What follows belongs to an exercise in optimizing a design on an open flow for small area; a production flow would make more cautious choices. The RTL was checked by simulation tests, not by an equivalence proof against the original design.

==> inputs of run C <==
==> flow/design.v (excerpt) <==
module ring_noc
#(
  parameter int NUM_NODES = 8,
  parameter int INJ_DEPTH = 4,
  parameter int IF_W = $clog2(NUM_NODES * (INJ_DEPTH + 1) + 1)
) (
  input  logic                       clk,
  input  logic                       rst,
  input  logic [NUM_NODES*NetworkPkg::PKT_W-1:0] pkt_in,
  input  logic [NUM_NODES-1:0]       pkt_in_valid,
  output logic [NUM_NODES-1:0]       pkt_in_ready,
  output logic [NUM_NODES*NetworkPkg::PKT_W-1:0] pkt_out,
  output logic [NUM_NODES-1:0]       pkt_out_valid,
  output logic                       dest_err,
  output logic [IF_W-1:0]            in_flight,
  output logic [NUM_NODES*32-1:0]    delivered_cnt
);
Settings: LEC_CHECK=0, CAP_MARGIN=20, CORE_MARGIN=2, CORE_UTILIZATION=60, CTS_BUF_LIST=sky130_fd_sc_hd__clkbuf_8, SLEW_MARGIN=20; clock period 7.0 ns.
run.sh (not shown) runs the stock make flow with config.mk's settings and CLKGATE_MAP_FILE= SYNTH_SCRIPT=/design/flow/synth_recipe.tcl, a recipe that flattens the netlist after the stock synthesis.
==> run P: changes against run C <==
==> flow/design.v (replaced) <==
package NetworkPkg;
  localparam int NODE_ID_W = 8;    
  localparam int HOPS_W    = 8;
  localparam int BRT_W     = 4;
  localparam int ADDR_W    = 64;
  localparam int PKT_W     = 2 * NODE_ID_W + HOPS_W + BRT_W + ADDR_W;
  typedef struct packed {
    logic [NODE_ID_W-1:0] dest;
    logic [NODE_ID_W-1:0] src;
    logic [HOPS_W-1:0]    hops;
    logic [BRT_W-1:0]     brt;
    logic [ADDR_W-1:0]    addr;
  } pkt_t;
endpackage
module ring_inj_fifo
#(
  parameter int DEPTH = 4
) (
  input  logic clk,
  input  logic rst,
  input  logic push_i,
  input  NetworkPkg::pkt_t din_i,
  input  logic pop_i,
  output NetworkPkg::pkt_t head_o,
  output logic full_o,
  output logic empty_o
);
  localparam int PTR_W = $clog2(DEPTH);
  localparam int CNT_W = $clog2(DEPTH + 1);
  logic [NetworkPkg::PKT_W-1:0] mem_q [DEPTH];
  logic [PTR_W-1:0] wr_ptr_q;
  logic [PTR_W-1:0] rd_ptr_q;
  logic [CNT_W-1:0] count_q;
  logic [CNT_W-1:0] count_d;
  logic             do_push;
  logic             do_pop;
  assign full_o  = (count_q == CNT_W'(DEPTH));
  assign empty_o = (count_q == '0);
  assign do_push = push_i && !full_o;
  assign do_pop  = pop_i && !empty_o;
  assign head_o  = mem_q[rd_ptr_q];
  always_comb begin
    count_d = count_q;
    case ({do_push, do_pop})
      2'b10:   count_d = count_q + CNT_W'(1);
      2'b01:   count_d = count_q - CNT_W'(1);
      default: count_d = count_q;
    endcase
  end
  always_ff @(posedge clk or posedge rst) begin
    if (rst) begin
      wr_ptr_q <= '0;
      rd_ptr_q <= '0;
      count_q  <= '0;
    end else begin
      if (do_push) wr_ptr_q <= wr_ptr_q + PTR_W'(1);
      if (do_pop)  rd_ptr_q <= rd_ptr_q + PTR_W'(1);
      count_q <= count_d;
    end
  end
  always_ff @(posedge clk) begin
    if (do_push) mem_q[wr_ptr_q] <= din_i;
  end
endmodule
module ring_noc
#(
  parameter int NUM_NODES = 8,
  parameter int INJ_DEPTH = 4,
  parameter int IF_W = $clog2(NUM_NODES * (INJ_DEPTH + 1) + 1)
) (
  input  logic                       clk,
  input  logic                       rst,
  input  logic [NUM_NODES*NetworkPkg::PKT_W-1:0] pkt_in,
  input  logic [NUM_NODES-1:0]       pkt_in_valid,
  output logic [NUM_NODES-1:0]       pkt_in_ready,
  output logic [NUM_NODES*NetworkPkg::PKT_W-1:0] pkt_out,
  output logic [NUM_NODES-1:0]       pkt_out_valid,
  output logic                       dest_err,
  output logic [IF_W-1:0]            in_flight,
  output logic [NUM_NODES*32-1:0]    delivered_cnt
);
  logic [NUM_NODES*NetworkPkg::PKT_W-1:0] ring_pkt;
  logic [NUM_NODES-1:0] ring_vld;
  logic [NUM_NODES-1:0] acc_vec;
  logic [NUM_NODES-1:0] bad_vec;
  logic [NUM_NODES-1:0] ej_vec;
  logic [IF_W-1:0]      acc_cnt;
  logic [IF_W-1:0]      ej_cnt;
  logic [IF_W-1:0]      in_flight_q;
  logic [IF_W-1:0]      in_flight_d;
  logic                 dest_err_q;
  for (genvar gi = 0; gi < NUM_NODES; gi++) begin : g_node
    localparam int PREV = (gi + NUM_NODES - 1) % NUM_NODES;
    logic legal;
    logic accept;
    logic fifo_full;
    logic fifo_empty;
    logic eject;
    logic fwd;
    logic pop;
    NetworkPkg::pkt_t push_pkt;
    NetworkPkg::pkt_t head_pkt;
    NetworkPkg::pkt_t in_pkt;
    logic slot_vld_q;
    logic slot_vld_d;
    NetworkPkg::pkt_t slot_q;
    NetworkPkg::pkt_t slot_d;
    logic out_vld_q;
    NetworkPkg::pkt_t out_q;
    NetworkPkg::pkt_t in_req;
    assign in_pkt = ring_pkt[PREV*NetworkPkg::PKT_W +: NetworkPkg::PKT_W];
    assign in_req = pkt_in[gi*NetworkPkg::PKT_W +: NetworkPkg::PKT_W];
    assign legal  = ({24'd0, in_req.dest} < 32'(NUM_NODES));
    assign accept = pkt_in_valid[gi] && !fifo_full;
    always_comb begin
      push_pkt      = in_req;
      push_pkt.src  = NetworkPkg::NODE_ID_W'(gi);
      push_pkt.hops = '0;
    end
    ring_inj_fifo #(.DEPTH(INJ_DEPTH)) u_fifo (
      .clk    (clk),
      .rst    (rst),
      .push_i (accept && legal),
      .din_i  (push_pkt),
      .pop_i  (pop),
      .head_o (head_pkt),
      .full_o (fifo_full),
      .empty_o(fifo_empty)
    );
    assign eject = ring_vld[PREV] && (in_pkt.dest == NetworkPkg::NODE_ID_W'(gi));
    assign fwd   = ring_vld[PREV] && !eject;
    assign pop   = !fwd && !fifo_empty;
    always_comb begin
      slot_vld_d = 1'b0;
      slot_d     = '0;
      if (fwd) begin
        slot_vld_d  = 1'b1;
        slot_d      = in_pkt;
        slot_d.hops = in_pkt.hops + NetworkPkg::HOPS_W'(1);
      end else if (pop) begin
        slot_vld_d  = 1'b1;
        slot_d      = head_pkt;
        slot_d.hops = NetworkPkg::HOPS_W'(1);
      end
    end
    always_ff @(posedge clk or posedge rst) begin
      if (rst) begin
        slot_vld_q <= 1'b0;
        slot_q     <= '0;
        out_vld_q  <= 1'b0;
        out_q      <= '0;
      end else begin
        slot_vld_q <= slot_vld_d;
        slot_q     <= slot_d;
        out_vld_q  <= eject;
        if (eject) out_q <= in_pkt;
      end
    end
    assign ring_pkt[gi*NetworkPkg::PKT_W +: NetworkPkg::PKT_W] = slot_q;
    assign ring_vld[gi]      = slot_vld_q;
    assign pkt_out[gi*NetworkPkg::PKT_W +: NetworkPkg::PKT_W] = out_q;
    assign pkt_out_valid[gi] = out_vld_q;
    assign pkt_in_ready[gi]  = !fifo_full;
    assign acc_vec[gi]       = accept && legal;
    assign bad_vec[gi]       = accept && !legal;
    assign ej_vec[gi]        = eject;
    logic [31:0] dcnt_q;
    always_ff @(posedge clk or posedge rst) begin
      if (rst)        dcnt_q <= '0;
      else if (eject) dcnt_q <= dcnt_q + 32'd1;
    end
    assign delivered_cnt[gi*32 +: 32] = dcnt_q;
  end
  always_comb begin
    acc_cnt = '0;
    ej_cnt  = '0;
    for (int k = 0; k < NUM_NODES; k++) begin
      acc_cnt = acc_cnt + IF_W'(acc_vec[k]);
      ej_cnt  = ej_cnt + IF_W'(ej_vec[k]);
    end
    in_flight_d = in_flight_q + acc_cnt - ej_cnt;
  end
  always_ff @(posedge clk or posedge rst) begin
    if (rst) begin
      in_flight_q <= '0;
      dest_err_q  <= 1'b0;
    end else begin
      in_flight_q <= in_flight_d;
      dest_err_q  <= dest_err_q | (|bad_vec);
    end
  end
  assign in_flight = in_flight_q;
  assign dest_err  = dest_err_q;
endmodule
==> flow/config.mk (replaced) <==
export PLATFORM = sky130hd
export DESIGN_NAME = ring_noc
export DESIGN_NICKNAME = ring_noc
export VERILOG_FILES = /design/flow/design.v
export SDC_FILE = /design/flow/constraint.sdc
export NUM_CORES = 4
export LEC_CHECK = 0
export CAP_MARGIN = 20
export CORE_MARGIN = 2
export CORE_UTILIZATION = 40
export SLEW_MARGIN = 20
==> comparison table <==
Count of standard-cell rows: run P 229; run C 162
Synth Area in Simple Gates: run P 0.0773; run C 0.0515
Synth unique cells: run P 56; run C 50
Complex-gate fraction of the synthesized area: run P 0.0358; run C 0.0861
Area of the mapped netlist: run P 0.156 mm2; run C 0.117 mm2
Mapped Avg Cell Area: run P 16.8 um2; run C 16.1 um2
Die Y-Extent: run P 629 um; run C 446 um
EDFF count, synth: run P 2432; run C 2272
XOR/XNOR Fraction of Synth Area: run P 0.0195; run C 0.0231
Post-Synthesis Cells: run P 9310; run C 7255
Register area share after synthesis: run P 0.756; run C 0.763
Starting density of the core: run P 0.402; run C 0.602
FFs w/ async S/R, synth: run P 0.426; run C 0.114
Outcome: run P no timing/DRC/antenna violations; run C aborted with a tool error
Stage where the flow stopped: run P -; run C I/O pin placement (3_2_place_iop)
Synth Register Bits: run P 4239; run C 3231

[re-timing with driven ports]
The results above use ideal ports. As a check the final layout listed here was re-extracted and re-timed, cells and wires unchanged. Step 1 assumes that a clkbuf_16 drives the clock port and a buf_2 every other input. Step 2 adds t to the input delays and takes it off the output delays; t is the mean of the earliest and latest rising clock arrival at the registers after step 1. Input paths then give back, and output paths get back, about the clock's delay inside the block. Slacks: ideal ports / drivers / drivers and shift; pairs: ideal ports / drivers.
run: run P
t (ns): 1.075
slack for setup (ns): 0.913 / 0.929 / -0.146
hold WS [ns]: 0.466 / 0.466 / 0.466
cell pins on the clock port's net: 1
Met with ideal ports but missed after step 2: setup timing in run P. For run P, drivers alone change the setup slack by +0.016 ns; drivers and shift together by -1.059 ns.
